What follows belongs to an exercise in optimizing a design on an open flow for small area; a production flow would make more cautious choices. Power is estimated from default activity; no workload was simulated.

Design executeBranchTop, start of the top module:
module executeBranchTop (
    input  logic               clockSignal,
    input  logic               resetSignal,
    input  logic               instrValid,
    input  cpuDefsPkg::dataWord instruction,
    input  cpuDefsPkg::dataWord operandA,
    input  cpuDefsPkg::dataWord operandB,
    input  cpuDefsPkg::dataWord pcPlus4,
    output logic               resultValid,
    output cpuDefsPkg::dataWord resultData,
    output logic               overflowFlag,
    output logic               branchResolved,
    output logic               branchTaken,
    output logic               predictedTakenOut,
    output logic               mispredict,
    output cpuDefsPkg::dataWord redirectPc
);
    logic resultValidNext;
    logic overflowNext;
    logic branchValidNext;
    logic branchTakenNext;
    logic predictedTaken;
    cpuDefsPkg::dataWord resultNext;
    instructionExecute u_execute (
        .instrValid      (instrValid),
        .instruction     (instruction),
        .operandA        (operandA),
        .operandB        (operandB),
        .pcPlus4         (pcPlus4),
        .resultValidNext (resultValidNext),
        .overflowNext    (overflowNext),
        .branchValidNext (branchValidNext),
        .branchTakenNext (branchTakenNext),
  ...
Size: about 1200 cells after synthesis, ~300 flip-flops.
clock: 6.0 ns
lec_check: 0
cap_margin: 20
core_margin: 2
core_utilization: 40
cts_buf_list: sky130_fd_sc_hd__clkbuf_4 sky130_fd_sc_hd__clkbuf_8
slew_margin: 20
synth_hierarchical: 1
run.sh (not shown) runs the stock make flow with config.mk's settings and CLKGATE_MAP_FILE= SYNTH_SCRIPT=/design/flow/synth_recipe.tcl, a recipe that flattens the netlist after the stock synthesis.
Edit:
==> flow/flow/run.sh (new file) <==
#!/bin/bash
# The standard layout (the standard.sh, unchanged synthesis), with the port
# buffers made from the smallest buffer cell instead of the default delay buffer,
# and a clock tree with larger sink clusters and no dummy loads.
set -euo pipefail
bash standard.sh \
  "BUFFER_PORTS_ARGS=-buffer_cell sky130_fd_sc_hd__buf_1" \
  "CTS_ARGS=-sink_clustering_enable -repair_clock_nets -buf_list {sky130_fd_sc_hd__clkbuf_4 sky130_fd_sc_hd__clkbuf_8} -sink_clustering_size 18 -sink_clustering_max_diameter 80 -dont_use_dummy_load" \
  finish > standard_flow.log 2>&1
==> flow/standard.sh (new file) <==
#!/bin/bash
# synth_recipe.tcl (not shown) runs the flow's synth.tcl, then flattens the netlist and writes it again
# the make line also repeats each setting of config.mk as NAME=value (left out here)
make -C /OpenROAD-flow-scripts/flow DESIGN_CONFIG=/design/flow/config.mk WORK_HOME=/design/flow/orfs CLKGATE_MAP_FILE= SYNTH_SCRIPT=/design/flow/synth_recipe.tcl "${@:-finish}"
removed: flow/run.sh
After rerunning: The new run passed the timing, DRC and antenna checks; worst setup slack gets better by 120 ps; routed wire length came out lower by 4.1%; synthesized area is unchanged; clock skew rises by 80 ps; final area drops by 11%; total power went down by 21%.
Edit:
--- a/flow/flow/run.sh
+++ b/flow/flow/run.sh
@@ -8 +8 @@
-  "CTS_ARGS=-sink_clustering_enable -repair_clock_nets -buf_list {sky130_fd_sc_hd__clkbuf_4 sky130_fd_sc_hd__clkbuf_8} -sink_clustering_size 18 -sink_clustering_max_diameter 80 -dont_use_dummy_load" \
+  "CTS_ARGS=-sink_clustering_enable -repair_clock_nets -buf_list {sky130_fd_sc_hd__clkbuf_8 sky130_fd_sc_hd__clkbuf_16} -sink_clustering_size 30 -sink_clustering_max_diameter 100 -dont_use_dummy_load" \
=> Utilization increases by 0.20 points; worst setup slack gets worse by 21 ps; synthesized cell count is unchanged; sequential share of layout area is lower by 0.24 points; wire length decreases slightly; worst hold slack degrades by 8.3 ps.
Edit:
==> flow/flow/run.sh (replaced) <==
#!/bin/bash
# The standard layout (the standard.sh, unchanged synthesis), with the port
# buffers made from the smallest buffer cell instead of the default delay buffer.
set -euo pipefail
bash standard.sh \
  "BUFFER_PORTS_ARGS=-buffer_cell sky130_fd_sc_hd__buf_1" \
  finish > standard_flow.log 2>&1
Result:
- worst hold slack hardly moves
- cell count increases by 4.0%
- synthesized area is unchanged
- power goes up by 17%
- routed wire length increases by 1.8%
- synthesized cell count does not change
- non-clock buffer count stays the same
No functional check of the RTL was part of any run of this note.

==> what the ideal ports hide <==
The flow's constraints put no driver on any port. The routed layouts listed below were extracted and timed again, unchanged, in two steps. Step 1 sets driving cells, clkbuf_16 on the clock port and buf_2 on the other inputs (assumed; they add their load-dependent delay and slew). Step 2 moves the port delays by t, midway between the first and last clock arrival at a register: inputs arrive t later, outputs are due t later. That takes back most of the time a late clock gives input paths. a / b / c = ideal / step 1 / step 2; a / b = the first two.
run	t, ns	setup slack, ns	clock arrival spread, ns	slew at the worst register clock pin (ns)	pins driven straight from the clock port
the first run	0.627	0.859 / 0.878 / 0.251	0.020 / 0.020	0.07 / 0.07	1
the second run	0.594	0.979 / 1.002 / 0.408	0.122 / 0.122	0.12 / 0.12	1
the third run	0.527	0.958 / 0.976 / 0.449	0.080 / 0.080	0.11 / 0.11	1
the fourth run	0.631	1.083 / 1.103 / 0.473	0.050 / 0.049	0.07 / 0.07	1
After both steps every run listed still meets setup and hold. For the fourth run, which loses most, drivers alone change the setup slack by +0.020 ns; drivers and shift together by -0.610 ns.
